From an optimization exercise on the open Yosys and OpenROAD flow, aimed at small area, a short achievable clock period and few clock cycles; shortcuts taken in it are not production practice.
Only simulation tests tie the RTL to the original design; equivalence was not proved.
Power figures rest on the tool's default switching activity, not on a simulated workload.

`design/flow/config.mk`:
```
export PLATFORM = sky130hd
export DESIGN_NAME = lru_key_cache_tracker
export DESIGN_NICKNAME = lru_key_cache_tracker
export VERILOG_FILES = /design/flow/design.v
export SDC_FILE = /design/flow/constraint.sdc
export NUM_CORES = 4
export LEC_CHECK = 0
export CAP_MARGIN = 20
export CORE_MARGIN = 2
export CORE_UTILIZATION = 40
export CTS_BUF_LIST = sky130_fd_sc_hd__clkbuf_4 sky130_fd_sc_hd__clkbuf_8
export SETUP_SLACK_MARGIN = 2.5
export SLEW_MARGIN = 20
```
`design/flow/constraint.sdc`:
```
create_clock -name core_clock -period 5.0 [get_ports {clk}]
set_input_delay 1.0000 -clock core_clock [delete_from_list [all_inputs] [get_ports {clk}]]
set_output_delay 1.0000 -clock core_clock [all_outputs]
set_load 0.01 [all_outputs]
```
`design/flow/design.v`:
```
package lkc_pkg;
  localparam int DEF_ENTRIES  = 16;
  localparam int DEF_KEY_BITS = 32;
  localparam int KEY_W  = 32;
  localparam int SLOT_W = 4;
  localparam int CAP_W  = 5;
  localparam logic [CAP_W-1:0] CAP_RESET = 5'd16;
  typedef struct packed {
    logic [KEY_W-1:0] key_value;
    logic             side;
  } req_t;
  typedef struct packed {
    logic              hit;
    logic [SLOT_W-1:0] slot;
    logic              evicted;
    logic [KEY_W-1:0]  evicted_key;
    logic              evicted_side;
  } rsp_t;
endpackage
module lkc_cell #(
  parameter int TAG_W = 33,
  parameter int AGE_W = 4
) (
  input  logic             clk,
  input  logic             rst,
  input  logic [TAG_W-1:0] cmp_tag,    
  output logic             match,      
  input  logic             set_valid,  
  input  logic             clr_valid,  
  input  logic             age_en,     
  input  logic             age_zero,   
  input  logic             fill,       
  input  logic [TAG_W-1:0] new_tag,
  output logic             valid,
  output logic [AGE_W-1:0] age,
  output logic [TAG_W-1:0] tag
);
  assign match = valid && (tag == cmp_tag);
  always_ff @(posedge clk) begin
    if (rst) begin
      valid <= 1'b0;
    end else if (set_valid) begin
      valid <= 1'b1;
    end else if (clr_valid) begin
      valid <= 1'b0;
    end
  end
  always_ff @(posedge clk) begin
    if (age_en) begin
      age <= age_zero ? '0 : age + 1'b1;
    end
  end
  always_ff @(posedge clk) begin
    if (fill) begin
      tag <= new_tag;
    end
  end
endmodule
module lru_key_cache_tracker #(
  parameter int ENTRIES  = lkc_pkg::DEF_ENTRIES,
  parameter int KEY_BITS = lkc_pkg::DEF_KEY_BITS
) (
  input  logic                      clk,
  input  logic                      rst,
  input  logic                      start,
  output logic                      busy,
  input  lkc_pkg::req_t             req,
  output logic                      done,
  output lkc_pkg::rsp_t             rsp,
  input  logic                      cfg_wr_en,
  input  logic [lkc_pkg::CAP_W-1:0] cfg_wr_data
);
  localparam int N     = 16;
  localparam int AGE_W = 4;
  localparam int TAG_W = 33;
  localparam int CNT_W = 5;
  logic [N-1:0]     valid;
  logic [N-1:0]     match;
  logic [AGE_W-1:0] age [N];
  logic [TAG_W-1:0] tag [N];
  logic [CNT_W-1:0] count;
  logic [CNT_W-1:0] cm1, cm2;      
  logic [CNT_W-1:0] eff;           
  logic             ge, gt;        
  logic             v1, v2;
  logic [TAG_W-1:0] t1, t2;
  logic [N-1:0]     mr;            
  logic             hraw;          
  logic [AGE_W-1:0] hage;          
  logic [3:0]       sraw;          
  logic             m_old;         
  logic             m_sec;         
  logic             eqp;           
  logic [N-1:0]     acc_r;         
  logic [N-1:0]     inv_r;         
  logic             miss_r;        
  logic             kill_old_r;    
  logic             kill_sec_r;    
  logic [AGE_W-1:0] age_prev [N];  
  logic [N-1:0]     is_old, is_sec, free_low, miss_slot, m, acc, fill, inv, older;
  logic [N-1:0]     age_en, age_zero;
  logic             hit, kill, hit_old, sel_sec, ev, cnt_inc, cnt_dec;
  logic [3:0]       slot, miss_idx;
  logic [TAG_W-1:0] tag_old, tag_sec, ev_tag;
  logic             s2_hit, s2_old, s2_sec;
  logic [AGE_W-1:0] s2_age;
  logic [3:0]       s2_idx;
  assign busy = 1'b0;
  always_ff @(posedge clk) begin
    if (rst) begin
      v1 <= 1'b0;
    end else begin
      v1 <= start;
    end
    t1 <= {req.side, req.key_value};
  end
  for (genvar i = 0; i < N; i++) begin : g_cell
    lkc_cell #(
      .TAG_W (TAG_W),
      .AGE_W (AGE_W)
    ) u_cell (
      .clk       (clk),
      .rst       (rst),
      .cmp_tag   (t1),
      .match     (match[i]),
      .set_valid (acc[i]),
      .clr_valid (inv[i]),
      .age_en    (age_en[i]),
      .age_zero  (age_zero[i]),
      .fill      (fill[i]),
      .new_tag   (t2),
      .valid     (valid[i]),
      .age       (age[i]),
      .tag       (tag[i])
    );
  end
  always_comb begin
    for (int i = 0; i < N; i++) begin
      is_old[i] = valid[i] && (CNT_W'(age[i]) == cm1);
      is_sec[i] = valid[i] && (CNT_W'(age[i]) == cm2);
    end
    free_low = ~valid & (valid + 1'b1);
  end
  always_comb begin
    s2_hit = |match;
    s2_old = |(match & is_old);
    s2_sec = |(match & is_sec);
    s2_age = '0;
    s2_idx = '0;
    for (int i = 0; i < N; i++) begin
      s2_age = s2_age | (match[i] ? age[i] : '0);
      s2_idx = s2_idx | (match[i] ? 4'(i) : 4'd0);
    end
  end
  always_ff @(posedge clk) begin
    if (rst) begin
      v2  <= 1'b0;
      eqp <= 1'b0;
    end else begin
      v2  <= v1;
      eqp <= v2 && (t1 == t2);
    end
    t2    <= t1;
    mr    <= match;
    hraw  <= s2_hit;
    hage  <= s2_age;
    sraw  <= s2_idx;
    m_old <= s2_old;
    m_sec <= s2_sec;
  end
  always_ff @(posedge clk) begin
    if (rst) begin
      eff <= lkc_pkg::CAP_RESET;
    end else if (cfg_wr_en) begin
      if (cfg_wr_data == '0) begin
        eff <= CNT_W'(1);
      end else if (cfg_wr_data > CNT_W'(N)) begin
        eff <= CNT_W'(N);
      end else begin
        eff <= cfg_wr_data;
      end
    end
  end
  always_ff @(posedge clk) begin
    if (rst) begin
      ge <= 1'b0;
      gt <= 1'b0;
    end else if (cnt_inc) begin
      ge <= (count + 1'b1 >= eff);
      gt <= (count + 1'b1 > eff);
    end else if (cnt_dec) begin
      ge <= (count - 1'b1 >= eff);
      gt <= (count - 1'b1 > eff);
    end else begin
      ge <= (count >= eff);
      gt <= (count > eff);
    end
  end
  always_comb begin
    m       = (mr & ~(acc_r & {N{miss_r}}) & ~inv_r) | (acc_r & {N{miss_r && eqp}});
    kill    = (kill_old_r && m_old) || (kill_sec_r && m_sec);
    hit     = (hraw && !kill) || (eqp && miss_r);
    hit_old = |(m & is_old);
    sel_sec = hit && hit_old;
    for (int i = 0; i < N; i++) begin
      older[i] = !eqp && (acc_r[i] || (age_prev[i] < hage));
    end
    miss_slot = ge ? is_old : free_low;
    if (hit) begin
      acc  = m;
      fill = '0;
      inv  = gt ? (hit_old ? is_sec : is_old) : '0;
      ev   = gt;
    end else begin
      acc  = miss_slot;
      fill = miss_slot;
      inv  = '0;
      ev   = ge;
    end
    if (!v2) begin
      acc  = '0;
      fill = '0;
      inv  = '0;
    end
    for (int i = 0; i < N; i++) begin
      age_zero[i] = acc[i];
      age_en[i]   = acc[i] || (v2 && valid[i] && (!hit || older[i]));
    end
    miss_idx = '0;
    for (int i = 0; i < N; i++) begin
      miss_idx = miss_idx | (miss_slot[i] ? 4'(i) : 4'd0);
    end
    if (hit) begin
      slot = eqp ? rsp.slot : sraw;
    end else begin
      slot = miss_idx;
    end
    tag_old = '0;
    tag_sec = '0;
    for (int i = 0; i < N; i++) begin
      tag_old = tag_old | (is_old[i] ? tag[i] : '0);
      tag_sec = tag_sec | (is_sec[i] ? tag[i] : '0);
    end
    ev_tag = ev ? (sel_sec ? tag_sec : tag_old) : '0;
    cnt_inc = v2 && !hit && !ge;
    cnt_dec = v2 && hit && gt;
  end
  always_ff @(posedge clk) begin
    if (rst) begin
      count      <= '0;
      cm1        <= '1;
      cm2        <= '1 - 1'b1;
      acc_r      <= '0;
      inv_r      <= '0;
      miss_r     <= 1'b0;
      kill_old_r <= 1'b0;
      kill_sec_r <= 1'b0;
      done       <= 1'b0;
    end else begin
      done       <= v2;
      acc_r      <= acc;
      inv_r      <= inv;
      miss_r     <= v2 && !hit;
      kill_old_r <= v2 && (hit ? (gt && !hit_old) : ge);
      kill_sec_r <= v2 && hit && gt && hit_old;
      if (cnt_inc) begin
        count <= count + 1'b1;
        cm1   <= cm1 + 1'b1;
        cm2   <= cm2 + 1'b1;
      end else if (cnt_dec) begin
        count <= count - 1'b1;
        cm1   <= cm1 - 1'b1;
        cm2   <= cm2 - 1'b1;
      end
    end
  end
  always_ff @(posedge clk) begin
    for (int i = 0; i < N; i++) begin
      age_prev[i] <= age[i];
    end
  end
  always_ff @(posedge clk) begin
    begin
      rsp.hit          <= hit;
      rsp.slot         <= slot;
      rsp.evicted      <= ev;
      rsp.evicted_key  <= ev_tag[31:0];
      rsp.evicted_side <= ev_tag[32];
    end
  end
endmodule
```
`design/flow/run.sh`:
```
#!/bin/bash
# synth_recipe.tcl (not shown) runs the flow's synth.tcl, then flattens the netlist and writes it again
# the make line also repeats each setting of config.mk as NAME=value (left out here)
make -C /OpenROAD-flow-scripts/flow DESIGN_CONFIG=/design/flow/config.mk WORK_HOME=/design/flow/orfs CLKGATE_MAP_FILE= SYNTH_SCRIPT=/design/flow/synth_recipe.tcl finish
```
==> results by group, run 1 <==
Global routing
  • Initial antenna violation count: 38
  • Vias in the first global route: 38700
  • Largest net degree at the start of global routing: 52
  • First-pass GRT wire length: 362 mm
  • Gr usage total: 0.484
  • Total congestion overflow: 0

Min path
  • Hold depth: 0
  • Worst hold path type: reg -> reg
  • WHS Endpoint: t2[6]
  • Hold_sp: t1[6]

Critical path
  • Crit Path Max Fanout: 8
  • R2R setup slack: 2.05 ns
  • CP endpoint kind: register
  • CP cell instances: xor2_1 > nor4_4 > nand4_1 > nor4_2 > buf_4 > a22o_1 > a221oi_1 > nand4_1
  • Reg-to-Reg Start: g_cell[0].u_cell.tag[22]
  • Crit path DAT: 3.75 ns
  • CP delay by family, top: simple AND/OR/NAND/NOR gates
  • Worst Reg2Reg Path Length in Cells: 8
  • Crit path largest cell delay: 0.58 ns
  • Crit path buf inv count: 1
  • CP Class: reg -> reg
  • Crit-path slowest cell: edfxtp_1
  • Worst EP required: 5.80 ns
  • Startpoint Class: register
  • CP dominant cell by count: nand4_1
  • R2R Path End: m_sec
  • Instance count on the critical path: 8

Floorplanning
  • Core area: 109000 µm²
  • Io pins: 83
  • Initial Util: 0.403
  • Die Y: 335 µm
  • Die area: 112000 µm²
  • Die width: 335 µm
  • FP Rows: 121

Power
  • Switching Fraction: 0.255
  • Design Power: 16.1 mW
  • Net Switching: 4.11 mW
  • Max IR drop VDD: 0.226 mV
  • Comb pwr share: 0.074
  • Leakage: 21.3 nW
  • Sequential share of power: 0.484
  • P per Cell Area: 272 nW/µm²
  • Internal power: 12.0 mW
  • Clk network pwr share: 0.442

Logic synthesis
  • Cell taking the most area after synthesis: edfxtp_1
  • Synth Flop Type: edfxtp_1
  • Post-Syn Instances: 3720
  • Ys async rst share: 0
  • Number of synthesized flops with an enable pin: 596
  • Area contributors post-synth: edfxtp_1 41%, dfxtp_1 12%, xor2_1 11%
  • Syn Area/Cell: 11.8 µm²
  • Synthesized net count: 3850
  • Yosys reg bits: 865
  • Mapped cell area: 43900 µm²
  • Ys Warns: 6
  • Top-area cell type share of the netlist area: 0.408
  • Seq/Total Area, Yosys: 0.530
  • Synth cell types: 77

Timing
  • Clk_skew: 0.0595 ns
  • Final hold vios: 0
  • Fin crit period: 2.95 ns
  • Achievable Freq: 339 MHz
  • RSZ-0062 raised after global routing: true
  • Max_slew headroom: 0.254
  • Max-slew violation count: 0
  • Period utilisation layout: 0.589
  • Least-Margin Pin Slew: 1.11 ns
  • Final TNS setup: 0 ns
  • Setup-failing EPs final: 0

Clock network
  • CTS clk-pin slew, worst paths: 0.05 ns
  • Total CTS buffers: 152
  • Root buffer cell: clkbuf_8
  • Max clock buf depth: 3
  • Htree depth: 4
  • Worst skew pair latency: 0.91 ns
  • Clock sink total: 865
  • CTS tree: built
  • Hold Buf Count CTS: 0

Outcome
  • Status: complete, no violations

Route
  • DR DRC count: 0
  • Via/cell ratio: 7.34
  • Final WL: 285 mm
  • DR vias: 42900
  • Wire per inst: 48.8 µm
  • Number of DRC markers in iteration 0: 8872
  • DR pass1 iterations: 14
  • Routed Antenna Nets: 0

Layout
  • Post-route insts no fill: 5843
  • FILL cells: 9071
  • Area delta synth->final: 34.9%
  • Layout cells sized above 1: 0.313
  • Final net count: 4409

Placed design
  • Port Buf Inserts: 81
  • Gpl congestion: 1.06
  • Placed Cells: 5116
  • Dpl hpwl: 172 mm

Flow run
  • Max cap viols: 0
==> state kept, by name, indices dropped and copies added (netlist names), 4 cells and up <==
signal and count:
acc_r 16, age_prev 64, cm1 5, cm2 5, count 5, eff 5
g_cell.u_cell.age 64, g_cell.u_cell.tag 528, g_cell.u_cell.valid 16, hage 4, inv_r 16, mr 16
rsp 39, sraw 4, t1 33, t2 33
==> worst max path at each step <==
stage / start / to / slack, ns
6_report: g_cell[0].u_cell.tag[22] / m_sec / 2.05
3_5_place_dp: cm1[0] / g_cell[12].u_cell.tag[18] / 1.13
5_1_grt: t1[28] / hraw / 1.71
3_3_place_gp: t1[12] / hage[2] / 1.11
2_1_floorplan: cm1[2] / g_cell[0].u_cell.age[0] / 2.02
4_1_cts: g_cell[7].u_cell.age[1] / g_cell[1].u_cell.valid / 2.25
==> logic make-up (layout without fill, tap and decap cells) <==
kind of cell             after synthesis  after routing  share of synthesized area
flip-flops                           865            865                      0.530
buffers and inverters                333           1009                     0.0339
AND/OR/NAND/NOR                      912            914                      0.115
multiplexers                          32             32                    0.00747
AO/OA/AOI/OAI                        820            820                      0.154
adder cells (fa/ha/maj)               88             88                     0.0254
XOR/XNOR                             669            669                      0.134
other                                  1             32                  0.0000854
==> metal layers <==
layer	global-route usage	routed length, µm
met4	0.417	34900
met5	0.0178	656
met1	0.543	92900
met3	0.248	45400
met2	0.671	111000
==> per-stage QoR <==
stage | worst slack, ns | utilization | hold slack, ns | instance area (µm²)
after floorplan | 2.02 | - | 0.326 | 44400
after global placement | 1.11 | 0.435 | 0.341 | 47300
after detailed placement | 1.13 | 0.435 | 0.342 | 47400
after CTS | 2.25 | 0.519 | 0.358 | 56500
after global routing | 1.71 | 0.543 | 0.398 | 59100
final | 2.05 | 0.544 | 0.378 | 59200
==> power groups by stage <==
stage	Combinational (mW)	Clock, mW	Sequential (mW)
final	1.19	7.13	7.81
after global routing	1.17	7.44	7.81
after CTS	1.02	7.10	7.81
after detailed placement	0.879	0	7.97
after global placement	0.879	0	7.97
after floorplan	0.461	0	7.90
==> cells in the mapped netlist (40+ instances only) <==
library cell	number
a221oi_1	105
a22o_1	127
a22oi_1	269
and2_1	40
buf_2	126
clkbuf_1	129
dfxtp_1	269
edfxtp_1	596
ha_1	86
inv_1	54
nand2_1	136
nand3_1	150
nand4_1	104
nor2_1	89
nor2b_1	70
nor3_1	50
nor4_1	137
xnor2_1	133
xor2_1	535
==> timing repair <==
action,in CTS,in global routing
pin swaps,132,103
gates cloned,38,23
buffers inserted,254,107
setup endpoints to repair,829,660
resized for setup,683,213
==> layout make-up <==
cell class,instances,area [µm²],area share
Timing Repair Buffer,678,8050,0.136
Tap cell,1414,1770,0.0299
Clock buffer,237,2890,0.0487
Antenna cell,31,77.6,0.00131
Sequential cell,865,23500,0.396
Multi-Input combinational cell,2524,22400,0.378
Clock inverter,36,348,0.00587
Inverter,58,245,0.00414
==> layout by cell type (no fill, tap or decap), drive strengths merged, types with 133 or more instances in the layout <==
| cell | n |
|---|---|
| nor4 | 149 |
| xnor2 | 133 |
| xor2 | 536 |
| nand3 | 150 |
| buf | 586 |
| a22oi | 269 |
| nand2 | 137 |
| edfxtp | 596 |
| dfxtp | 269 |
| clkbuf | 256 |
Testbench counts, summed over its fixed seeds: cycles 3,960.
==> inputs of run 2 (changes only) <==
--- a/design/flow/design.v
+++ b/design/flow/design.v
@@ -79,7 +79,7 @@
   logic [AGE_W-1:0] age [N];
   logic [TAG_W-1:0] tag [N];
   logic [CNT_W-1:0] count;
-  logic [CNT_W-1:0] cm1, cm2;      
+  logic [CNT_W-1:0] cm1, cm2, cm3;  
   logic [CNT_W-1:0] eff;           
   logic             ge, gt;        
   logic             v1, v2;
@@ -90,19 +90,21 @@
   logic [3:0]       sraw;          
   logic             m_old;         
   logic             m_sec;         
+  logic             m_thr;         
   logic             eqp;           
   logic [N-1:0]     acc_r;         
   logic [N-1:0]     inv_r;         
   logic             miss_r;        
   logic             kill_old_r;    
   logic             kill_sec_r;    
+  logic             r_sec, r_thr;  
   logic [AGE_W-1:0] age_prev [N];  
-  logic [N-1:0]     is_old, is_sec, free_low, miss_slot, m, acc, fill, inv, older;
+  logic [N-1:0]     is_old, is_sec, is_thr, vsel, free_low, miss_slot, m, acc, fill, inv, older;
   logic [N-1:0]     age_en, age_zero;
-  logic             hit, kill, hit_old, sel_sec, ev, cnt_inc, cnt_dec;
+  logic             hit, kill, hit_old, hit_sec, ev, cnt_inc, cnt_dec;
   logic [3:0]       slot, miss_idx;
-  logic [TAG_W-1:0] tag_old, tag_sec, ev_tag;
-  logic             s2_hit, s2_old, s2_sec;
+  logic [TAG_W-1:0] ev_tag;
+  logic             s2_hit, s2_old, s2_sec, s2_thr;
   logic [AGE_W-1:0] s2_age;
   logic [3:0]       s2_idx;
   assign busy = 1'b0;
@@ -138,6 +140,7 @@
     for (int i = 0; i < N; i++) begin
       is_old[i] = valid[i] && (CNT_W'(age[i]) == cm1);
       is_sec[i] = valid[i] && (CNT_W'(age[i]) == cm2);
+      is_thr[i] = valid[i] && (CNT_W'(age[i]) == cm3);
     end
     free_low = ~valid & (valid + 1'b1);
   end
@@ -145,6 +148,7 @@
     s2_hit = |match;
     s2_old = |(match & is_old);
     s2_sec = |(match & is_sec);
+    s2_thr = |(match & is_thr);
     s2_age = '0;
     s2_idx = '0;
     for (int i = 0; i < N; i++) begin
@@ -167,6 +171,7 @@
     sraw  <= s2_idx;
     m_old <= s2_old;
     m_sec <= s2_sec;
+    m_thr <= s2_thr;
   end
   always_ff @(posedge clk) begin
     if (rst) begin
@@ -200,16 +205,21 @@
     m       = (mr & ~(acc_r & {N{miss_r}}) & ~inv_r) | (acc_r & {N{miss_r && eqp}});
     kill    = (kill_old_r && m_old) || (kill_sec_r && m_sec);
     hit     = (hraw && !kill) || (eqp && miss_r);
-    hit_old = |(m & is_old);
-    sel_sec = hit && hit_old;
+    if (eqp) begin
+      hit_old = (cm1 == '0);
+    end else begin
+      hit_old = (m_old && !r_sec && !r_thr) || (m_sec && r_sec) || (m_thr && r_thr);
+    end
+    hit_sec = |(m & is_sec);
     for (int i = 0; i < N; i++) begin
       older[i] = !eqp && (acc_r[i] || (age_prev[i] < hage));
     end
     miss_slot = ge ? is_old : free_low;
+    vsel      = hit_old ? is_sec : is_old;
     if (hit) begin
       acc  = m;
       fill = '0;
-      inv  = gt ? (hit_old ? is_sec : is_old) : '0;
+      inv  = gt ? vsel : '0;
       ev   = gt;
     end else begin
       acc  = miss_slot;
@@ -235,13 +245,13 @@
     end else begin
       slot = miss_idx;
     end
-    tag_old = '0;
-    tag_sec = '0;
-    for (int i = 0; i < N; i++) begin
-      tag_old = tag_old | (is_old[i] ? tag[i] : '0);
-      tag_sec = tag_sec | (is_sec[i] ? tag[i] : '0);
-    end
-    ev_tag = ev ? (sel_sec ? tag_sec : tag_old) : '0;
+    ev_tag = '0;
+    for (int i = 0; i < N; i++) begin
+      ev_tag = ev_tag | (vsel[i] ? tag[i] : '0);
+    end
+    if (!ev) begin
+      ev_tag = '0;
+    end
     cnt_inc = v2 && !hit && !ge;
     cnt_dec = v2 && hit && gt;
   end
@@ -250,6 +260,9 @@
       count      <= '0;
       cm1        <= '1;
       cm2        <= '1 - 1'b1;
+      cm3        <= '1 - 2'd2;
+      r_sec      <= 1'b0;
+      r_thr      <= 1'b0;
       acc_r      <= '0;
       inv_r      <= '0;
       miss_r     <= 1'b0;
@@ -263,14 +276,18 @@
       miss_r     <= v2 && !hit;
       kill_old_r <= v2 && (hit ? (gt && !hit_old) : ge);
       kill_sec_r <= v2 && hit && gt && hit_old;
+      r_sec      <= v2 && (hit ? (gt ? (!hit_old && !hit_sec) : hit_old) : ge);
+      r_thr      <= v2 && hit && gt && (hit_old || hit_sec);
       if (cnt_inc) begin
         count <= count + 1'b1;
         cm1   <= cm1 + 1'b1;
         cm2   <= cm2 + 1'b1;
+        cm3   <= cm3 + 1'b1;
       end else if (cnt_dec) begin
         count <= count - 1'b1;
         cm1   <= cm1 - 1'b1;
         cm2   <= cm2 - 1'b1;
+        cm3   <= cm3 - 1'b1;
       end
     end
   end
--- a/design/flow/config.mk
+++ b/design/flow/config.mk
@@ -8,6 +8,8 @@
 export CAP_MARGIN = 20
 export CORE_MARGIN = 2
 export CORE_UTILIZATION = 40
-export CTS_BUF_LIST = sky130_fd_sc_hd__clkbuf_4 sky130_fd_sc_hd__clkbuf_8
-export SETUP_SLACK_MARGIN = 2.5
+export CTS_BUF_LIST = sky130_fd_sc_hd__clkbuf_16
+export CTS_CLUSTER_DIAMETER = 60
+export CTS_CLUSTER_SIZE = 24
+export SETUP_SLACK_MARGIN = 2.2
 export SLEW_MARGIN = 20
==> results by group, run 2 <==
Outcome
  • Status: complete, no violations (unchanged)

Logic synthesis
  • Area contributors post-synth: edfxtp_1 43%, dfxtp_1 13%, xor2_1 8.5% (was edfxtp_1 41%, dfxtp_1 12%, xor2_1 11%)
  • Number of synthesized flops with an enable pin: 596 (unchanged)
  • Ys async rst share: 0 (unchanged)
  • Syn Area/Cell: 12.3 µm² (was 11.8 µm²)
  • Synthesized net count: 3506 (was 3850)
  • Top-area cell type share of the netlist area: 0.432 (was 0.408)
  • Synth Flop Type: edfxtp_1 (unchanged)
  • Synth cell types: 73 (was 77)
  • Top cells by count, synth: 596 x edfxtp_1, 401 x xor2_1, 333 x xnor2_1 (was 596 x edfxtp_1, 535 x xor2_1, 269 x a22oi_1, 269 x dfxtp_1, 150 x nand3_1)
  • Seq/Total Area, Yosys: 0.566 (was 0.530)
  • Ys Warns: 6 (unchanged)
  • Top-count cell post-synth: edfxtp_1 (unchanged)
  • Cell taking the most area after synthesis: edfxtp_1 (unchanged)
  • Mapped cell area: 41400 µm² (was 43900 µm²)
  • Yosys reg bits: 873 (was 865)
  • Post-Syn Instances: 3372 (was 3720)

Global routing
  • Total congestion overflow: 0 (unchanged)
  • Vias in the first global route: 29500 (was 38700)
  • Initial antenna violation count: 14 (was 38)
  • Largest net degree at the start of global routing: 62 (was 52)
  • Gr usage total: 0.329 (was 0.484)
  • First-pass GRT wire length: 244 mm (was 362 mm)

Placed design
  • Port Buf Inserts: 81 (unchanged)
  • Worst slack, placed: 1.12 ns (was 1.13 ns)
  • Dpl hpwl: 121 mm (was 172 mm)
  • Gpl congestion: 1.09 (was 1.06)

Critical path
  • Worst EP required: 5.54 ns (was 5.80 ns)
  • CP cell instances: buf_4 > xor2_1 > nor4_1 > nand4_1 > nor3_2 > inv_1 > o22ai_1 > a221oi_1 > nand4_1 (was xor2_1 > nor4_4 > nand4_1 > nor4_2 > buf_4 > a22o_1 > a221oi_1 > nand4_1)
  • CP endpoint kind: register (unchanged)
  • Crit path buf inv count: 2 (was 1)
  • CP delay by family, top: XOR/XNOR gates (was simple AND/OR/NAND/NOR gates)
  • Crit-path slowest cell: xor2_1 (was edfxtp_1)
  • Crit path DAT: 3.51 ns (was 3.75 ns)
  • CP Class: reg -> reg (unchanged)
  • Crit Path Max Fanout: 19 (was 8)
  • Crit path largest cell delay: 0.97 ns (was 0.58 ns)
  • Startpoint Class: register (unchanged)
  • CP dominant cell by count: nand4_1 (unchanged)

Timing
  • Achievable Freq: 336 MHz (was 339 MHz)
  • Max-slew violation count: 0 (unchanged)
  • Post-route setup slack: 2.03 ns (was 2.05 ns)
  • Max_slew headroom: 0.191 (was 0.254)
  • Final hold vios: 0 (unchanged)
  • Fin crit period: 2.97 ns (was 2.95 ns)
  • Period utilisation layout: 0.595 (was 0.589)
  • Final TNS setup: 0 ns (unchanged)
  • RSZ-0062 raised after global routing: true (unchanged)
  • Clk_skew: 0.0628 ns (was 0.0595 ns)
  • Setup-failing EPs final: 0 (unchanged)
  • Least-Margin Pin Slew: 1.21 ns (was 1.11 ns)

Min path
  • Worst hold path type: reg -> reg (unchanged)

Clock network
  • Max clock buf depth: 3 (unchanged)
  • Htree depth: 3 (was 4)
  • CTS clk-pin slew, worst paths: 0.08 ns (was 0.05 ns)
  • Total CTS buffers: 78 (was 152)
  • Hold Buf Count CTS: 0 (unchanged)
  • Worst skew pair latency: 0.72 ns (was 0.91 ns)
  • Root buffer cell: clkbuf_16 (was clkbuf_8)
  • CTS tree: built (unchanged)
  • Clock sink total: 873 (was 865)

Floorplanning
  • Initial Util: 0.402 (was 0.403)
  • Core area: 103000 µm² (was 109000 µm²)
  • Die area: 106000 µm² (was 112000 µm²)
  • Die width: 326 µm (was 335 µm)
  • Die Y: 326 µm (was 335 µm)
  • Io pins: 83 (unchanged)
  • FP Rows: 118 (was 121)

Layout
  • Most frequent cells in the layout: 596 x edfxtp_1, 387 x xor2_1, 313 x xnor2_1 (was 596 x edfxtp_1, 469 x xor2_1, 360 x buf_4)
  • Reg with most FFs: g_cell.u_cell.tag (unchanged)
  • Max reg flops: 528 (unchanged)
  • Area delta synth->final: 20.8% (was 34.9%)
  • Biggest regs: g_cell.u_cell.tag x528, age_prev x64, g_cell.u_cell.age x64 (unchanged)
  • Final net count: 3707 (was 4409)
  • Layout cells sized above 1: 0.181 (was 0.313)
  • Commonest non-fill, non-tap cell in the layout: edfxtp_1 (unchanged)

Route
  • Wire per inst: 36.8 µm (was 48.8 µm)
  • Via/cell ratio: 6.51 (was 7.34)
  • DR vias: 32700 (was 42900)
  • DR pass1 iterations: 7 (was 14)
  • Number of DRC markers in iteration 0: 6039 (was 8872)
  • DR DRC count: 0 (unchanged)
  • Routed Antenna Nets: 0 (unchanged)
  • Final WL: 185 mm (was 285 mm)

Power
  • P per Cell Area: 309 nW/µm² (was 272 nW/µm²)
  • Leakage: 17.0 nW (was 21.3 nW)
  • Max IR drop VDD: 0.310 mV (was 0.226 mV)

Flow run
  • Max cap viols: 0 (unchanged)
run 2: cell type report:
class / instances / area (µm²)
Multi-Input combinational cell: 2170 / 18100
Timing Repair inverter: 2 / 17.5
Inverter: 105 / 415
Clock buffer: 79 / 1980
Clock inverter: 67 / 850
Fill cell: 9072 / 53100
Timing Repair Buffer: 343 / 3480
Sequential cell: 873 / 23500
Antenna cell: 10 / 25.0
Tap cell: 1380 / 1730
run 2: final timing paths:
kind | depth (start not counted) | slack, ns | end | start
worst max-delay path | 9 | 2.03 | m_sec | t1[20]
worst min-delay path | 1 | 0.44 | v2 | v1
worst max register to register | 9 | 2.03 | m_sec | t1[20]
worst min register to register | 1 | 0.44 | v2 | v1
run 2: metal layers:
| layer | track usage | part of all wire |
|---|---|---|
| met1 | 0.413 | 0.36 |
| met2 | 0.485 | 0.42 |
| met3 | 0.103 | 0.14 |
| met4 | 0.229 | 0.089 |
| met5 | 0 | 0.00062 |
run 2: through the flow:
step | hold WS (ns) | area [µm²] | cells | power, mW | utilization
6_report | 0.437 | 50100 | 5029 | 15.5 | 0.485
5_1_grt | 0.446 | 50100 | 5019 | 15.8 | 0.485
4_1_cts | 0.434 | 48300 | 4912 | 15.4 | 0.468
3_5_place_dp | 0.423 | 44100 | 4719 | 8.87 | 0.427
3_3_place_gp | 0.416 | 44100 | 4719 | 8.87 | 0.427
2_1_floorplan | 0.326 | 41600 | 3372 | 8.46 | -
run 2: what timing repair did:
| item | in CTS | in global routing |
|---|---|---|
| pin swaps | 9 | 46 |
| endpoints found under the setup margin | 694 | 450 |
| cloned | 4 | 11 |
| setup buffers | 43 | 96 |
| endpoints found under the hold margin | 0 | 0 |
| resized for setup | 169 | 160 |
run 2: cell families after synthesis:
kind of cell | Yosys count | synth area share
buffers and inverters | 339 | 0.0347
muxes | 16 | 0.00562
adders and majority gates | 92 | 0.0283
and+or+nand+nor | 682 | 0.0896
DFF | 873 | 0.566
other | 1 | 0.0000905
xor gates and xnor gates | 734 | 0.155
AOI/OAI and AO/OA | 635 | 0.121
run 2: worst register-to-register path: cells and delay by family (launching register included):
kind            cells  cell delay, ns
compound gates      2            0.40
xor+xnor            1            0.97
buf+inv             2            0.56
flops               1            0.31
simple gates        4            0.56
run 2: where the power goes:
part | leakage (nW) | total [mW] | switching (mW) | internal [mW]
clock network | 1.38 | 6.61 | 3.35 | 3.26
logic | 7.97 | 0.984 | 0.657 | 0.327
registers | 7.66 | 7.87 | 0.131 | 7.74
Testbench counts of run 2, summed over its fixed seeds: cycles 3,960.
==> inputs of run 3 (changes only) <==
--- a/design/flow/config.mk
+++ b/design/flow/config.mk
@@ -11,5 +11,5 @@
 export CTS_BUF_LIST = sky130_fd_sc_hd__clkbuf_16
 export CTS_CLUSTER_DIAMETER = 60
 export CTS_CLUSTER_SIZE = 24
-export SETUP_SLACK_MARGIN = 2.2
+export SETUP_SLACK_MARGIN = 2.4
 export SLEW_MARGIN = 20
==> results by group, run 3 <==
Clock network
  • Hold Buf Count CTS: 0 (unchanged)
  • Total CTS buffers: 78 (unchanged)
  • CTS tree: built (unchanged)
  • Htree depth: 3 (unchanged)
  • Max clock buf depth: 3 (unchanged)
  • Clock sink total: 873 (unchanged)
  • CTS clk-pin slew, worst paths: 0.07 ns (was 0.08 ns)
  • Worst skew pair latency: 0.72 ns (about the same)
  • Root buffer cell: clkbuf_16 (unchanged)

Layout
  • Area of the multi-input gates: 19200 µm² (was 18100 µm²)
  • Post-route design area: 53700 µm² (was 50100 µm²)
  • Biggest regs: g_cell.u_cell.tag x528, age_prev x64, g_cell.u_cell.age x64 (unchanged)
  • Reg with most FFs: g_cell.u_cell.tag (unchanged)
  • Layout cells sized above 1: 0.259 (was 0.181)
  • Area delta synth->final: 29.5% (was 20.8%)
  • Commonest non-fill, non-tap cell in the layout: edfxtp_1 (unchanged)
  • Post-route insts no fill: 5232 (was 5029)
  • Most frequent cells in the layout: 596 x edfxtp_1, 375 x xor2_1, 299 x xnor2_1 (was 596 x edfxtp_1, 387 x xor2_1, 313 x xnor2_1)
  • Register area: 23600 µm² (was 23500 µm²)
  • Max reg flops: 528 (unchanged)
  • Final net count: 3903 (was 3707)
  • Layout Utilization: 0.520 (was 0.485)
  • FILL cells: 8749 (was 9072)

Power
  • P per Cell Area: 293 nW/µm² (was 309 nW/µm²)
  • Sequential share of power: 0.503 (was 0.509)
  • Max IR drop VDD: 0.241 mV (was 0.310 mV)
  • Design Power: 15.7 mW (was 15.5 mW)
  • Leakage: 18.8 nW (was 17.0 nW)
  • Internal power: 11.5 mW (was 11.3 mW)
  • Comb pwr share: 0.067 (was 0.064)
  • Switching Fraction: 0.270 (was 0.268)
  • Clk network pwr share: 0.431 (was 0.428)
  • Net Switching: 4.25 mW (was 4.14 mW)

Logic synthesis
  • Mapped cell area: 41400 µm² (unchanged)
  • Yosys reg bits: 873 (unchanged)
  • Area contributors post-synth: edfxtp_1 43%, dfxtp_1 13%, xor2_1 8.5% (unchanged)
  • Cell taking the most area after synthesis: edfxtp_1 (unchanged)
  • Ys Warns: 6 (unchanged)
  • Syn Area/Cell: 12.3 µm² (unchanged)
  • Synth cell types: 73 (unchanged)
  • Top-count cell post-synth: edfxtp_1 (unchanged)
  • Synth Flop Type: edfxtp_1 (unchanged)
  • Synthesized net count: 3506 (unchanged)
  • Ys async rst share: 0 (unchanged)
  • Top cells by count, synth: 596 x edfxtp_1, 401 x xor2_1, 333 x xnor2_1 (unchanged)
  • Number of synthesized flops with an enable pin: 596 (unchanged)
  • Seq/Total Area, Yosys: 0.566 (unchanged)
  • Post-Syn Instances: 3372 (unchanged)
  • Top-area cell type share of the netlist area: 0.432 (unchanged)

Route
  • DR vias: 35000 (was 32700)
  • DR pass1 iterations: 9 (was 7)
  • Via/cell ratio: 6.68 (was 6.51)
  • DR DRC count: 0 (unchanged)
  • Final WL: 209 mm (was 185 mm)
  • Wire per inst: 39.9 µm (was 36.8 µm)
  • Routed Antenna Nets: 0 (unchanged)
  • Number of DRC markers in iteration 0: 6272 (was 6039)

Outcome
  • Status: complete, no violations (unchanged)

Timing
  • Max-slew violation count: 0 (unchanged)
  • Setup-failing EPs final: 0 (unchanged)
  • RSZ-0062 raised after global routing: true (unchanged)
  • Fin crit period: 3.09 ns (was 2.97 ns)
  • Post-route setup slack: 1.91 ns (was 2.03 ns)
  • WHS: 0.399 ns (was 0.437 ns)
  • Least-Margin Pin Slew: 1.17 ns (was 1.21 ns)
  • Max_slew headroom: 0.215 (was 0.191)
  • Period utilisation layout: 0.618 (was 0.595)
  • Final TNS setup: 0 ns (unchanged)
  • Clk_skew: 0.0479 ns (was 0.0628 ns)
  • Final hold vios: 0 (unchanged)
  • Achievable Freq: 324 MHz (was 336 MHz)

Floorplanning
  • Die width: 326 µm (unchanged)
  • Initial Util: 0.402 (unchanged)
  • Die Y: 326 µm (unchanged)
  • Core area: 103000 µm² (unchanged)
  • Io pins: 83 (unchanged)
  • FP Rows: 118 (unchanged)
  • Die area: 106000 µm² (unchanged)

Flow run
  • Max cap viols: 0 (unchanged)

Global routing
  • Initial antenna violation count: 20 (was 14)
  • Largest net degree at the start of global routing: 62 (unchanged)
  • Total congestion overflow: 0 (unchanged)
  • Gr usage total: 0.371 (was 0.329)
  • Vias in the first global route: 31400 (was 29500)
  • First-pass GRT wire length: 270 mm (was 244 mm)

Placed design
  • Port Buf Inserts: 81 (unchanged)
  • DP Area: 44200 µm² (was 44100 µm²)
  • Dpl hpwl: 127 mm (was 121 mm)
  • Placed Cells: 4733 (was 4719)
  • Gpl congestion: 1.07 (was 1.09)
  • Worst slack, placed: 1.32 ns (was 1.12 ns)

Critical path
  • CP Class: reg -> reg (unchanged)
  • Crit Path Max Fanout: 5 (was 19)
  • Crit path DAT: 3.71 ns (was 3.51 ns)
  • Worst EP required: 5.62 ns (was 5.54 ns)
  • CP endpoint kind: register (unchanged)
  • Startpoint Class: register (unchanged)

Min path
  • Worst hold path type: reg -> reg (unchanged)
-- run 3: cell types whose count changed in the layout (fill, tap and decap cells not counted), moves of 24 or more --
| cell | previous run | this run |
|---|---|---|
| dlygate4sd2_1 | 0 | 24 |
| buf_6 | 22 | 60 |
| buf_4 | 186 | 286 |
| a221oi_2 | 44 | 76 |
| buf_12 | 38 | 65 |
| a221oi_1 | 85 | 49 |
| clkdlybuf4s50_1 | 80 | 53 |
-- run 3: final timing paths --
| kind | startpoint | endpoint | slack (ns) | depth (start not counted) |
|---|---|---|---|---|
| hold / removal | t1[11] | t2[11] | 0.40 | 0 |
| hold reg to reg | t1[11] | t2[11] | 0.40 | 0 |
| setup reg to reg | g_cell[4].u_cell.tag[25] | m_sec | 1.91 | 10 |
| setup / recovery | g_cell[4].u_cell.tag[25] | m_sec | 1.91 | 10 |
-- run 3: timing repair --
item                       in CTS  in global routing
setup endpoints to repair     808                426
pin swaps                      91                 91
setup buffers                 176                112
cloned                         30                 17
resized for setup             433                169
-- run 3: layout make-up --
cell class | instances | area share
antenna | 17 | 0.000793
clock buffer | 79 | 0.0368
clock inverter | 67 | 0.0168
inverter | 105 | 0.00779
multi-input combinational | 2180 | 0.358
sequential | 873 | 0.439
tap | 1380 | 0.0322
timing repair buffer | 529 | 0.108
timing repair inverter | 2 | 0.000233
-- run 3: worst max-delay path: stages, from the launching register on --
cell and delay, ns:
edfxtp_1 0.48, xnor2_2 0.28, nand4_1 0.55, nor4_2 0.46, nand4_1 0.32, nor4_4 0.23
buf_6 0.16, buf_8 0.14, a22o_1 0.19, a221oi_2 0.06, nand4_1 0.12
-- run 3: logic make-up after synthesis --
group | after synthesis | share of synthesized area
flops | 873 | 0.566
xor+xnor | 734 | 0.155
simple gates | 682 | 0.0896
compound gates | 635 | 0.121
buf+inv | 339 | 0.0347
fa+ha+maj | 92 | 0.0283
mux | 16 | 0.00562
other cells | 1 | 0.0000905
-- run 3: layer usage --
layer / global-route usage / routed length [µm]
met5: 0.00754 / 696
met3: 0.160 / 32700
met2: 0.531 / 83400
met1: 0.441 / 69700
met4: 0.280 / 22000
-- run 3: power groups by stage --
stage                     combinational, mW  clock [mW]  sequential (mW)
after CTS                             0.929        6.78             7.89
after detailed placement              0.812           0             8.08
after global placement                0.816           0             8.08
final                                  1.05        6.77             7.90
after global routing                   1.04        7.03             7.90
after floorplan                       0.498           0             7.96
==> inputs of run 4 (changes only) <==
--- a/design/flow/design.v
+++ b/design/flow/design.v
@@ -98,10 +98,11 @@
   logic             kill_old_r;    
   logic             kill_sec_r;    
   logic             r_sec, r_thr;  
-  logic [AGE_W-1:0] age_prev [N];  
+  logic [AGE_W-1:0] ha_prev;       
   logic [N-1:0]     is_old, is_sec, is_thr, vsel, free_low, miss_slot, m, acc, fill, inv, older;
   logic [N-1:0]     age_en, age_zero;
-  logic             hit, kill, hit_old, hit_sec, ev, cnt_inc, cnt_dec;
+  logic             hit, kill, hit_old, hit_sec, ev, cnt_inc, cnt_dec, h_inc;
+  logic [AGE_W-1:0] ha;
   logic [3:0]       slot, miss_idx;
   logic [TAG_W-1:0] ev_tag;
   logic             s2_hit, s2_old, s2_sec, s2_thr;
@@ -211,8 +212,10 @@
       hit_old = (m_old && !r_sec && !r_thr) || (m_sec && r_sec) || (m_thr && r_thr);
     end
     hit_sec = |(m & is_sec);
+    h_inc = miss_r || (done && (hage < ha_prev));
+    ha    = eqp ? '0 : hage + AGE_W'(h_inc);
     for (int i = 0; i < N; i++) begin
-      older[i] = !eqp && (acc_r[i] || (age_prev[i] < hage));
+      older[i] = !eqp && (h_inc ? (age[i] <= hage) : (age[i] < hage));
     end
     miss_slot = ge ? is_old : free_low;
     vsel      = hit_old ? is_sec : is_old;
@@ -292,9 +295,7 @@
     end
   end
   always_ff @(posedge clk) begin
-    for (int i = 0; i < N; i++) begin
-      age_prev[i] <= age[i];
-    end
+    ha_prev <= ha;
   end
   always_ff @(posedge clk) begin
     begin
--- a/design/flow/config.mk
+++ b/design/flow/config.mk
@@ -11,5 +11,5 @@
 export CTS_BUF_LIST = sky130_fd_sc_hd__clkbuf_16
 export CTS_CLUSTER_DIAMETER = 60
 export CTS_CLUSTER_SIZE = 24
-export SETUP_SLACK_MARGIN = 2.4
+export SETUP_SLACK_MARGIN = 2.2
 export SLEW_MARGIN = 20
==> results by group, run 4 <==
Outcome
  • Status: complete, no violations (unchanged)

Global routing
  • Total congestion overflow: 0 (unchanged)
  • Largest net degree at the start of global routing: 62 (unchanged)
  • Gr usage total: 0.382 (was 0.371)
  • First-pass GRT wire length: 269 mm (was 270 mm)
  • Vias in the first global route: 31100 (was 31400)
  • Initial antenna violation count: 17 (was 20)

Flow run
  • Max cap viols: 0 (unchanged)

Critical path
  • Crit Path Max Fanout: 6 (was 5)
  • R2R Path End: rsp[29] (was m_sec)
  • Worst Reg2Reg Path Length in Cells: 11 (was 10)
  • Worst EP required: 5.58 ns (was 5.62 ns)
  • CP endpoint kind: register (unchanged)
  • Crit path DAT: 3.54 ns (was 3.71 ns)
  • Reg-to-Reg Start: cm1[2] (was g_cell[4].u_cell.tag[25])
  • Startpoint Class: register (unchanged)
  • R2R setup slack: 2.04 ns (was 1.91 ns)
  • CP Class: reg -> reg (unchanged)

Layout
  • Max reg flops: 528 (unchanged)
  • Commonest non-fill, non-tap cell in the layout: edfxtp_1 (unchanged)
  • Area delta synth->final: 26.4% (was 29.5%)
  • Final net count: 3848 (was 3903)
  • Post-route insts no fill: 5138 (was 5232)
  • Most frequent cells in the layout: 596 x edfxtp_1, 456 x xor2_1, 238 x xnor2_1 (was 596 x edfxtp_1, 375 x xor2_1, 299 x xnor2_1)
  • Biggest regs: g_cell.u_cell.tag x528, g_cell.u_cell.age x64, rsp x39 (was g_cell.u_cell.tag x528, age_prev x64, g_cell.u_cell.age x64)
  • Reg with most FFs: g_cell.u_cell.tag (unchanged)
  • Layout cells sized above 1: 0.225 (was 0.259)
  • Post-route design area: 51600 µm² (was 53700 µm²)
  • FILL cells: 8766 (was 8749)

Power
  • Internal power: 10.9 mW (was 11.5 mW)
  • Max IR drop VDD: 0.315 mV (was 0.241 mV)
  • Comb pwr share: 0.066 (was 0.067)
  • Switching Fraction: 0.277 (was 0.270)
  • Clk network pwr share: 0.444 (was 0.431)
  • Net Switching: 4.18 mW (was 4.25 mW)
  • Sequential share of power: 0.491 (was 0.503)
  • P per Cell Area: 293 nW/µm² (about the same)
  • Leakage: 17.7 nW (was 18.8 nW)

Logic synthesis
  • Ys async rst share: 0 (unchanged)
  • Top-area cell type share of the netlist area: 0.438 (was 0.432)
  • Top cells by count, synth: 596 x edfxtp_1, 491 x xor2_1, 259 x xnor2_1 (was 596 x edfxtp_1, 401 x xor2_1, 333 x xnor2_1)
  • Ys Warns: 4 (was 6)
  • Cell taking the most area after synthesis: edfxtp_1 (unchanged)
  • Yosys reg bits: 813 (was 873)
  • Syn Area/Cell: 12.0 µm² (was 12.3 µm²)
  • Seq/Total Area, Yosys: 0.545 (was 0.566)
  • Synth cell types: 76 (was 73)
  • Top-count cell post-synth: edfxtp_1 (unchanged)
  • Area contributors post-synth: edfxtp_1 44%, dfxtp_1 11%, xor2_1 11% (was edfxtp_1 43%, dfxtp_1 13%, xor2_1 8.5%)
  • Synthesized net count: 3571 (was 3506)
  • Post-Syn Instances: 3416 (was 3372)
  • Mapped cell area: 40800 µm² (was 41400 µm²)
  • Number of synthesized flops with an enable pin: 596 (unchanged)
  • Synth Flop Type: edfxtp_1 (unchanged)

Floorplanning
  • Die Y: 324 µm (was 326 µm)
  • Core area: 101000 µm² (was 103000 µm²)
  • Die width: 324 µm (was 326 µm)
  • Initial Util: 0.403 (was 0.402)
  • Io pins: 83 (unchanged)
  • FP Rows: 117 (was 118)
  • Die area: 105000 µm² (was 106000 µm²)

Min path
  • Worst hold path type: reg -> reg (unchanged)
  • Hold depth: 0 (unchanged)
  • Hold_sp: t1[10] (was t1[11])
  • WHS Endpoint: t2[10] (was t2[11])

Timing
  • Period utilisation layout: 0.593 (was 0.618)
  • Fin crit period: 2.96 ns (was 3.09 ns)
  • Max_slew headroom: 0.161 (was 0.215)
  • Final hold vios: 0 (unchanged)
  • Least-Margin Pin Slew: 1.25 ns (was 1.17 ns)
  • Setup-failing EPs final: 0 (unchanged)
  • Clk_skew: 0.0718 ns (was 0.0479 ns)
  • Post-route setup slack: 2.04 ns (was 1.91 ns)
  • RSZ-0062 raised after global routing: true (unchanged)
  • Max-slew violation count: 0 (unchanged)
  • Final TNS setup: 0 ns (unchanged)
  • Achievable Freq: 337 MHz (was 324 MHz)

Clock network
  • Total CTS buffers: 80 (was 78)
  • Root buffer cell: clkbuf_16 (unchanged)
  • CTS tree: built (unchanged)
  • Max clock buf depth: 3 (unchanged)
  • Htree depth: 3 (unchanged)
  • Clock sink total: 813 (was 873)
  • CTS clk-pin slew, worst paths: 0.08 ns (was 0.07 ns)
  • Worst skew pair latency: 0.72 ns (about the same)

Route
  • Wire per inst: 39.4 µm (was 39.9 µm)
  • Number of DRC markers in iteration 0: 5553 (was 6272)
  • DR DRC count: 0 (unchanged)
  • Routed Antenna Nets: 0 (unchanged)
  • DR vias: 33500 (was 35000)
  • Via/cell ratio: 6.53 (was 6.68)
  • DR pass1 iterations: 8 (was 9)
  • Final WL: 202 mm (was 209 mm)

Placed design
  • Placed Cells: 4775 (was 4733)
  • DP Area: 43600 µm² (was 44200 µm²)
  • Worst slack, placed: 1.22 ns (was 1.32 ns)
  • Dpl hpwl: 127 mm (about the same)
  • Port Buf Inserts: 81 (unchanged)
  • Gpl congestion: 1.04 (was 1.07)
run 4: changes by cell type after synthesis, sizes merged, moves of 17 or more:
cell / before / now
o21a: 1 / 31
o21ai: 18 / 60
dfxtp: 277 / 217
xor2: 401 / 491
inv: 102 / 135
nand2: 75 / 100
a31o: 0 / 17
ha: 89 / 110
xnor2: 333 / 259
nor2b: 45 / 76
a21oi: 58 / 39
nand2b: 32 / 15
a21o: 43 / 8
a22o: 118 / 84
run 4: cell families (layout without fill, tap and decap cells):
kind of cell    Yosys count  after routing  share of synthesized area
flops                   813            813                      0.545
xor+xnor                750            750                      0.161
simple gates            723            724                     0.0956
compound gates          633            633                      0.120
buf+inv                 372            697                     0.0394
fa+ha+maj               113            113                     0.0352
mux                      11             30                    0.00441
other cells               1             10                  0.0000918
run 4: final cells by class:
type | count | area (µm²) | area share
sequential | 813 | 22300 | 0.433
inverter | 139 | 572 | 0.0111
antenna | 9 | 22.5 | 0.000436
multi-input combinational | 2251 | 19500 | 0.377
timing repair buffer | 408 | 4560 | 0.0883
clock buffer | 83 | 2080 | 0.0403
clock inverter | 67 | 860 | 0.0167
tap | 1368 | 1710 | 0.0332
run 4: timing repair:
action | 4_1_cts | 5_1_grt
hold buffers | 0 | 0
setup endpoints to repair | 713 | 568
setup buffers | 131 | 41
gates resized for setup | 314 | 200
gates cloned | 27 | 5
pin swaps | 74 | 86
run 4: worst max path at each step:
stage | start | to | slack [ns] | cells past startpoint
floorplan | g_cell[0].u_cell.valid | g_cell[11].u_cell.tag[0] | 1.72 | 6
global placement | cm1[0] | rsp[10] | 1.19 | 8
detailed placement | cm1[0] | rsp[1] | 1.22 | 10
CTS | cm1[3] | rsp[15] | 2.06 | 11
global route | cm1[2] | rsp[6] | 1.96 | 12
finish | cm1[2] | rsp[29] | 2.04 | 11
run 4: power by group through the flow:
stage | Clock [mW] | Combinational (mW) | Sequential, mW
after floorplan | 0 | 0.481 | 7.47
after global placement | 0 | 0.825 | 7.56
after global routing | 6.97 | 0.994 | 7.42
final | 6.70 | 0.989 | 7.41
after detailed placement | 0 | 0.822 | 7.56
after CTS | 6.73 | 0.876 | 7.41
run 4: layer usage:
layer	GRT usage	up-vias	wire, µm
met5	0.0190	-	471
met4	0.290	26	19600
met3	0.149	902	28100
met2	0.554	2895	84400
met1	0.454	16400	69600
li1	-	13300	-
run 4: per-stage QoR:
| step | hold slack [ns] | utilization | power (mW) |
|---|---|---|---|
| finish | 0.415 | 0.509 | 15.1 |
| global route | 0.434 | 0.508 | 15.4 |
| CTS | 0.423 | 0.493 | 15.0 |
| detailed placement | 0.410 | 0.430 | 8.38 |
| global placement | 0.398 | 0.430 | 8.39 |
| floorplan | 0.326 | - | 7.95 |
run 4: worst max-delay path, cell delays in order, from the launching register on:
cell,delay [ns]
dfxtp_2,0.32
or4_4,0.58
o21ai_4,0.21
buf_12,0.14
nand2_8,0.07
buf_6,0.14
buf_8,0.14
mux2_4,0.47
buf_4,0.21
a22oi_1,0.28
and3_1,0.21
a31oi_1,0.08
Testbench counts of run 4, summed over its fixed seeds: cycles 3,960.
==> inputs of run 5 (changes only) <==
--- a/design/flow/design.v
+++ b/design/flow/design.v
@@ -87,12 +87,11 @@
   logic [N-1:0]     mr;            
   logic             hraw;          
   logic [AGE_W-1:0] hage;          
-  logic [3:0]       sraw;          
   logic             m_old;         
   logic             m_sec;         
   logic             m_thr;         
   logic             eqp;           
-  logic [N-1:0]     acc_r;         
+  logic [N-1:0]     fill_r;        
   logic [N-1:0]     inv_r;         
   logic             miss_r;        
   logic             kill_old_r;    
@@ -107,7 +106,7 @@
   logic [TAG_W-1:0] ev_tag;
   logic             s2_hit, s2_old, s2_sec, s2_thr;
   logic [AGE_W-1:0] s2_age;
-  logic [3:0]       s2_idx;
+  logic [3:0]       sraw;
   assign busy = 1'b0;
   always_ff @(posedge clk) begin
     if (rst) begin
@@ -151,10 +150,8 @@
     s2_sec = |(match & is_sec);
     s2_thr = |(match & is_thr);
     s2_age = '0;
-    s2_idx = '0;
     for (int i = 0; i < N; i++) begin
       s2_age = s2_age | (match[i] ? age[i] : '0);
-      s2_idx = s2_idx | (match[i] ? 4'(i) : 4'd0);
     end
   end
   always_ff @(posedge clk) begin
@@ -169,7 +166,6 @@
     mr    <= match;
     hraw  <= s2_hit;
     hage  <= s2_age;
-    sraw  <= s2_idx;
     m_old <= s2_old;
     m_sec <= s2_sec;
     m_thr <= s2_thr;
@@ -203,7 +199,10 @@
     end
   end
   always_comb begin
-    m       = (mr & ~(acc_r & {N{miss_r}}) & ~inv_r) | (acc_r & {N{miss_r && eqp}});
+    for (int i = 0; i < N; i++) begin
+      fill_r[i] = miss_r && (rsp.slot == 4'(i));
+    end
+    m       = (mr & ~fill_r & ~inv_r) | (fill_r & {N{eqp}});
     kill    = (kill_old_r && m_old) || (kill_sec_r && m_sec);
     hit     = (hraw && !kill) || (eqp && miss_r);
     if (eqp) begin
@@ -243,6 +242,10 @@
     for (int i = 0; i < N; i++) begin
       miss_idx = miss_idx | (miss_slot[i] ? 4'(i) : 4'd0);
     end
+    sraw = '0;
+    for (int i = 0; i < N; i++) begin
+      sraw = sraw | (mr[i] ? 4'(i) : 4'd0);
+    end
     if (hit) begin
       slot = eqp ? rsp.slot : sraw;
     end else begin
@@ -266,7 +269,6 @@
       cm3        <= '1 - 2'd2;
       r_sec      <= 1'b0;
       r_thr      <= 1'b0;
-      acc_r      <= '0;
       inv_r      <= '0;
       miss_r     <= 1'b0;
       kill_old_r <= 1'b0;
@@ -274,7 +276,6 @@
       done       <= 1'b0;
     end else begin
       done       <= v2;
-      acc_r      <= acc;
       inv_r      <= inv;
       miss_r     <= v2 && !hit;
       kill_old_r <= v2 && (hit ? (gt && !hit_old) : ge);
==> results by group, run 5 <==
Critical path
  • CP Class: reg -> reg (unchanged)
  • Worst EP required: 5.61 ns (was 5.58 ns)
  • Startpoint Class: register (unchanged)
  • CP endpoint kind: register (unchanged)
  • Crit Path Max Fanout: 16 (was 6)
  • Crit path DAT: 3.77 ns (was 3.54 ns)

Outcome
  • Status: complete, no violations (unchanged)

Flow run
  • Max cap viols: 0 (unchanged)

Power
  • Leakage: 17.1 nW (was 17.7 nW)
  • Design Power: 14.8 mW (was 15.1 mW)
  • Max IR drop VDD: 0.350 mV (was 0.315 mV)
  • P per Cell Area: 296 nW/µm² (was 293 nW/µm²)

Route
  • Number of DRC markers in iteration 0: 6051 (was 5553)
  • Routed Antenna Nets: 0 (unchanged)
  • DR DRC count: 0 (unchanged)
  • Wire per inst: 39.4 µm (about the same)
  • DR vias: 33500 (about the same)
  • Via/cell ratio: 6.74 (was 6.53)
  • DR pass1 iterations: 10 (was 8)
  • Final WL: 196 mm (was 202 mm)

Logic synthesis
  • Syn Area/Cell: 12.1 µm² (was 12.0 µm²)
  • Cell taking the most area after synthesis: edfxtp_1 (unchanged)
  • Mapped cell area: 40300 µm² (was 40800 µm²)
  • Synthesized net count: 3483 (was 3571)
  • Ys async rst share: 0 (unchanged)
  • Top-area cell type share of the netlist area: 0.444 (was 0.438)
  • Seq/Total Area, Yosys: 0.541 (was 0.545)
  • Post-Syn Instances: 3328 (was 3416)
  • Synth Flop Type: edfxtp_1 (unchanged)
  • Top cells by count, synth: 596 x edfxtp_1, 366 x xnor2_1, 354 x xor2_1 (was 596 x edfxtp_1, 491 x xor2_1, 259 x xnor2_1)
  • Ys Warns: 4 (unchanged)
  • Area contributors post-synth: edfxtp_1 44%, dfxtp_1 9.8%, xnor2_1 7.9% (was edfxtp_1 44%, dfxtp_1 11%, xor2_1 11%)
  • Number of synthesized flops with an enable pin: 596 (unchanged)
  • Top-count cell post-synth: edfxtp_1 (unchanged)
  • Yosys reg bits: 793 (was 813)
  • Synth cell types: 76 (unchanged)

Placed design
  • Dpl hpwl: 126 mm (was 127 mm)
  • Worst slack, placed: 1.00 ns (was 1.22 ns)
  • Port Buf Inserts: 81 (unchanged)
  • Gpl congestion: 1.10 (was 1.04)

Floorplanning
  • FP Rows: 116 (was 117)
  • Core area: 100000 µm² (was 101000 µm²)
  • Die width: 322 µm (was 324 µm)
  • Initial Util: 0.403 (about the same)
  • Die area: 103000 µm² (was 105000 µm²)
  • Io pins: 83 (unchanged)
  • Die Y: 322 µm (was 324 µm)

Timing
  • Setup-failing EPs final: 0 (unchanged)
  • Max_slew headroom: 0.0924 (was 0.161)
  • WHS: 0.405 ns (was 0.415 ns)
  • Max-slew violation count: 0 (unchanged)
  • Least-Margin Pin Slew: 1.35 ns (was 1.25 ns)
  • RSZ-0062 raised after global routing: true (unchanged)
  • Clk_skew: 0.0491 ns (was 0.0718 ns)
  • Achievable Freq: 316 MHz (was 337 MHz)
  • Period utilisation layout: 0.632 (was 0.593)
  • Post-route setup slack: 1.84 ns (was 2.04 ns)
  • Fin crit period: 3.16 ns (was 2.96 ns)
  • Final TNS setup: 0 ns (unchanged)
  • Final hold vios: 0 (unchanged)

Layout
  • Layout cells sized above 1: 0.214 (was 0.225)
  • FILL cells: 8681 (was 8766)
  • Most frequent cells in the layout: 596 x edfxtp_1, 342 x xor2_1, 338 x xnor2_1 (was 596 x edfxtp_1, 456 x xor2_1, 238 x xnor2_1)
  • Area delta synth->final: 23.9% (was 26.4%)
  • Layout Utilization: 0.500 (was 0.509)
  • Commonest non-fill, non-tap cell in the layout: edfxtp_1 (unchanged)
  • Biggest regs: g_cell.u_cell.tag x528, g_cell.u_cell.age x64, rsp x39 (unchanged)
  • Max reg flops: 528 (unchanged)
  • Final net count: 3753 (was 3848)
  • Reg with most FFs: g_cell.u_cell.tag (unchanged)

Clock network
  • Clock sink total: 793 (was 813)
  • Max clock buf depth: 3 (unchanged)
  • Root buffer cell: clkbuf_16 (unchanged)
  • Worst skew pair latency: 0.71 ns (was 0.72 ns)
  • Htree depth: 3 (unchanged)
  • Hold Buf Count CTS: 0 (unchanged)
  • CTS tree: built (unchanged)
  • Total CTS buffers: 76 (was 80)
  • CTS clk-pin slew, worst paths: 0.09 ns (was 0.08 ns)

Min path
  • Worst hold path type: reg -> reg (unchanged)

Global routing
  • First-pass GRT wire length: 261 mm (was 269 mm)
  • Gr usage total: 0.370 (was 0.382)
  • Total congestion overflow: 0 (unchanged)
  • Largest net degree at the start of global routing: 46 (was 62)
  • Vias in the first global route: 30700 (was 31100)
  • Initial antenna violation count: 24 (was 17)
==> run 5: changes by cell type after synthesis, sizes merged, moves of 20 or more <==
| cell | change |
|---|---|
| nand3 | -21 |
| nand2 | -54 |
| nand4 | +39 |
| nor2 | +28 |
| o21ai | -39 |
| nor2b | -23 |
| dfxtp | -20 |
| xor2 | -137 |
| a22o | +39 |
| xnor2 | +107 |
==> run 5: final cells by class <==
class | instances | area [µm²] | area share
Multi-Input combinational cell | 2193 | 18800 | 0.377
Inverter | 124 | 499 | 0.00999
Sequential cell | 793 | 21900 | 0.439
Clock buffer | 77 | 1930 | 0.0385
Timing Repair Buffer | 410 | 4210 | 0.0842
Tap cell | 1298 | 1620 | 0.0325
Antenna cell | 9 | 22.5 | 0.000451
Clock inverter | 64 | 933 | 0.0187
==> run 5: final timing paths <==
kind	from	to	slack, ns	depth (start not counted)
worst min-delay path	t1[14]	t2[14]	0.40	0
worst min register to register	t1[14]	t2[14]	0.40	0
worst max register to register	t1[18]	hage[3]	1.84	8
worst max-delay path	t1[18]	hage[3]	1.84	8
==> run 5: kinds of logic (layout without fill, tap and decap cells) <==
| group | after synthesis | count (layout) | synth area share |
|---|---|---|---|
| flip-flops | 793 | 793 | 0.541 |
| XOR/XNOR | 720 | 720 | 0.156 |
| AND/OR/NAND/NOR | 674 | 674 | 0.0926 |
| AO/OA/AOI/OAI | 646 | 648 | 0.128 |
| buffers and inverters | 356 | 675 | 0.0375 |
| adder cells (fa/ha/maj) | 113 | 113 | 0.0356 |
| multiplexers | 25 | 37 | 0.00794 |
| other | 1 | 10 | 0.0000930 |
==> run 5: per-stage QoR <==
stage	std cells	cell area [µm²]
2_1_floorplan	3328	40400
6_report	4968	50000
3_5_place_dp	4600	43000
5_1_grt	4959	50000
3_3_place_gp	4600	42900
4_1_cts	4866	48300
==> run 5: repair_timing <==
item	in CTS	in global routing
setup endpoints to repair	743	304
pin swaps	43	60
resized for setup	226	155
buffers inserted	108	88
cloned	17	5
==> run 5: layer usage <==
layer  wire (µm)  share of wire  global-route usage  vias up
li1            -              -                   -    13100
met1       67100           0.34               0.452    16300
met2       79000           0.40               0.524     3141
met3       29500           0.15               0.146      947
met4       20100           0.10               0.279       28
met5         210         0.0011                   0        -
==> run 5: worst max-delay path: stages (launching register included) <==
cell	delay, ns
dfxtp_1	0.41
buf_6	0.24
xnor2_1	1.05
nand4_1	0.38
nor4_2	0.33
buf_4	0.29
a22o_1	0.20
a221oi_2	0.04
nand4_1	0.11
==> run 5: report_power, final <==
group | total [mW] | switching [mW] | internal, mW | leakage, nW
logic | 0.996 | 0.662 | 0.334 | 8.72
registers | 7.26 | 0.158 | 7.10 | 6.99
clock network | 6.54 | 3.34 | 3.20 | 1.38
Testbench counts of run 5, summed over its fixed seeds: cycles 3,960.
==> inputs of run 6 (changes only) <==
--- a/design/flow/config.mk
+++ b/design/flow/config.mk
@@ -11,5 +11,5 @@
 export CTS_BUF_LIST = sky130_fd_sc_hd__clkbuf_16
 export CTS_CLUSTER_DIAMETER = 60
 export CTS_CLUSTER_SIZE = 24
-export SETUP_SLACK_MARGIN = 2.2
+export SETUP_SLACK_MARGIN = 2.4
 export SLEW_MARGIN = 20
==> results by group, run 6 <==
Clock network
  • Clock sink total: 793 (unchanged)
  • Hold Buf Count CTS: 0 (unchanged)
  • CTS tree: built (unchanged)
  • CTS clk-pin slew, worst paths: 0.08 ns (was 0.09 ns)
  • Htree depth: 3 (unchanged)
  • Max clock buf depth: 3 (unchanged)
  • Worst skew pair latency: 0.72 ns (was 0.71 ns)

Floorplanning
  • Die width: 322 µm (unchanged)
  • Core area: 100000 µm² (unchanged)
  • Initial Util: 0.403 (unchanged)
  • FP Rows: 116 (unchanged)
  • Die Y: 322 µm (unchanged)

Layout
  • Layout Utilization: 0.513 (was 0.500)
  • Layout cells sized above 1: 0.248 (was 0.214)
  • Reg with most FFs: g_cell.u_cell.tag (unchanged)
  • Max reg flops: 528 (unchanged)
  • Register area: 22000 µm² (was 21900 µm²)
  • Most frequent cells in the layout: 596 x edfxtp_1, 341 x xor2_1, 328 x xnor2_1 (was 596 x edfxtp_1, 342 x xor2_1, 338 x xnor2_1)

Critical path
  • CP dominant cell by count: nand4_1 (unchanged)
  • CP Class: reg -> reg (unchanged)

Logic synthesis
  • Ys async rst share: 0 (unchanged)
  • Syn Area/Cell: 12.1 µm² (unchanged)
  • Yosys reg bits: 793 (unchanged)
  • Top-area cell type share of the netlist area: 0.444 (unchanged)
  • Seq/Total Area, Yosys: 0.541 (unchanged)
  • Post-Syn Instances: 3328 (unchanged)
  • Number of synthesized flops with an enable pin: 596 (unchanged)
  • Synth cell types: 76 (unchanged)
  • Ys Warns: 4 (unchanged)
  • Mapped cell area: 40300 µm² (unchanged)

Power
  • Max IR drop VDD: 0.251 mV (was 0.350 mV)
  • Switching Fraction: 0.279 (was 0.281)
  • Leakage: 17.8 nW (was 17.1 nW)
  • Sequential share of power: 0.488 (was 0.491)
  • P per Cell Area: 289 nW/µm² (was 296 nW/µm²)

Route
  • Wire per inst: 39.3 µm (was 39.4 µm)
  • Routed Antenna Nets: 0 (unchanged)

Min path
  • Worst hold path type: reg -> reg (unchanged)

Placed design
  • Gpl congestion: 1.09 (was 1.10)

Timing
  • Fin crit period: 3.20 ns (was 3.16 ns)
  • Final hold vios: 0 (unchanged)
  • Clk_skew: 0.0621 ns (was 0.0491 ns)
  • Max-slew violation count: 0 (unchanged)
  • Period utilisation layout: 0.640 (was 0.632)

Outcome
  • Status: complete, no violations (unchanged)

Global routing
  • Initial antenna violation count: 16 (was 24)
  • Largest net degree at the start of global routing: 46 (unchanged)
  • Vias in the first global route: 30700 (about the same)
  • Total congestion overflow: 0 (unchanged)
[run 6: power by group through the flow]
stage	Sequential (mW)	Clock [mW]	Combinational [mW]
floorplan	7.31	0	0.504
global placement	7.40	0	0.842
detailed placement	7.41	0	0.838
CTS	7.24	6.57	0.916
global route	7.25	6.83	1.03
finish	7.24	6.57	1.03
[run 6: metrics by stage]
stage                     cells  setup slack [ns]
after floorplan            3328              2.10
after global placement     4613              1.12
after detailed placement   4613              1.21
after CTS                  4900              2.19
after global routing       5018              1.82
final                      5023              1.80
[run 6: worst max-delay path, delay by kind of cell (launching register included)]
kind,cells,cell delay (ns)
DFF,1,0.46
AOI/OAI and AO/OA,3,0.65
xor gates and xnor gates,1,0.97
and+or+nand+nor,4,0.78
buffers and inverters,1,0.23
[run 6: kinds of logic after synthesis]
family / Yosys count / share of synthesized area
adders and majority gates: 113 / 0.0356
DFF: 793 / 0.541
buffers and inverters: 356 / 0.0375
AOI/OAI and AO/OA: 646 / 0.128
xor gates and xnor gates: 720 / 0.156
muxes: 25 / 0.00794
and+or+nand+nor: 674 / 0.0926
other: 1 / 0.0000930
[run 6: timing repair]
item	CTS	global route
pin swaps	68	82
gates cloned	18	10
endpoints found under the setup margin	798	416
buffers inserted	129	107
gates resized for setup	348	200
[run 6: layout make-up]
class,instances,share of cell area
sequential,793,0.429
multi-input combinational,2194,0.378
timing repair buffer,466,0.0959
clock buffer,75,0.0366
tap,1298,0.0316
clock inverter,65,0.0185
inverter,124,0.0100
antenna,6,0.000293
timing repair inverter,2,0.000244
[run 6: path summary, 6_finish.rpt]
kind | start | endpoint | slack [ns]
worst min register to register | t1[22] | t2[22] | 0.40
worst max register to register | g_cell[13].u_cell.tag[9] | hage[3] | 1.80
worst min-delay path | t1[22] | t2[22] | 0.40
worst max-delay path | g_cell[13].u_cell.tag[9] | hage[3] | 1.80
[run 6: per-layer routing]
metal,wire (µm),part of all wire,vias to the layer above,track usage
met5,126,0.00064,-,0
met4,20300,0.10,14,0.284
met2,80700,0.41,3091,0.526
met3,28300,0.14,939,0.120
met1,68200,0.35,16700,0.451
li1,-,-,13200,-

-- what the ideal ports hide --
In the flow no input, the clock included, has a driving cell. The finished layouts below were timed again as built, in two steps.
Step 1: set_driving_cell puts a clkbuf_16 on clk and a buf_2 on each other input, an assumption about the parent block.
Step 2 moves the port delays by t, midway between the first and last clock arrival at a register: inputs arrive t later, outputs are due t later. That takes back most of the time a late clock gives input paths.
a / b / c = no drivers / after step 1 / after step 2; a / b = the first two.
run | t, ns | setup slack, ns | hold WS [ns] | clock arrival spread, ns
run 1 | 0.959 | 2.054 / 2.054 / 2.054 | 0.378 / 0.378 / 0.378 | 0.059 / 0.060
run 2 | 0.762 | 2.026 / 2.026 / 2.007 | 0.437 / 0.437 / 0.437 | 0.063 / 0.063
run 3 | 0.776 | 1.911 / 1.911 / 1.911 | 0.399 / 0.399 / 0.399 | 0.048 / 0.048
run 4 | 0.760 | 2.037 / 2.037 / 1.938 | 0.415 / 0.415 / 0.415 | 0.071 / 0.072
run 5 | 0.754 | 1.839 / 1.839 / 1.839 | 0.405 / 0.405 / 0.405 | 0.050 / 0.049
run 6 | 0.764 | 1.801 / 1.801 / 1.801 | 0.403 / 0.403 / 0.403 | 0.062 / 0.062
After both steps setup and hold are still met in every run listed. The setup slack of run 4, which loses most, moves by 0.000 ns with the drivers and by -0.099 ns with both steps.
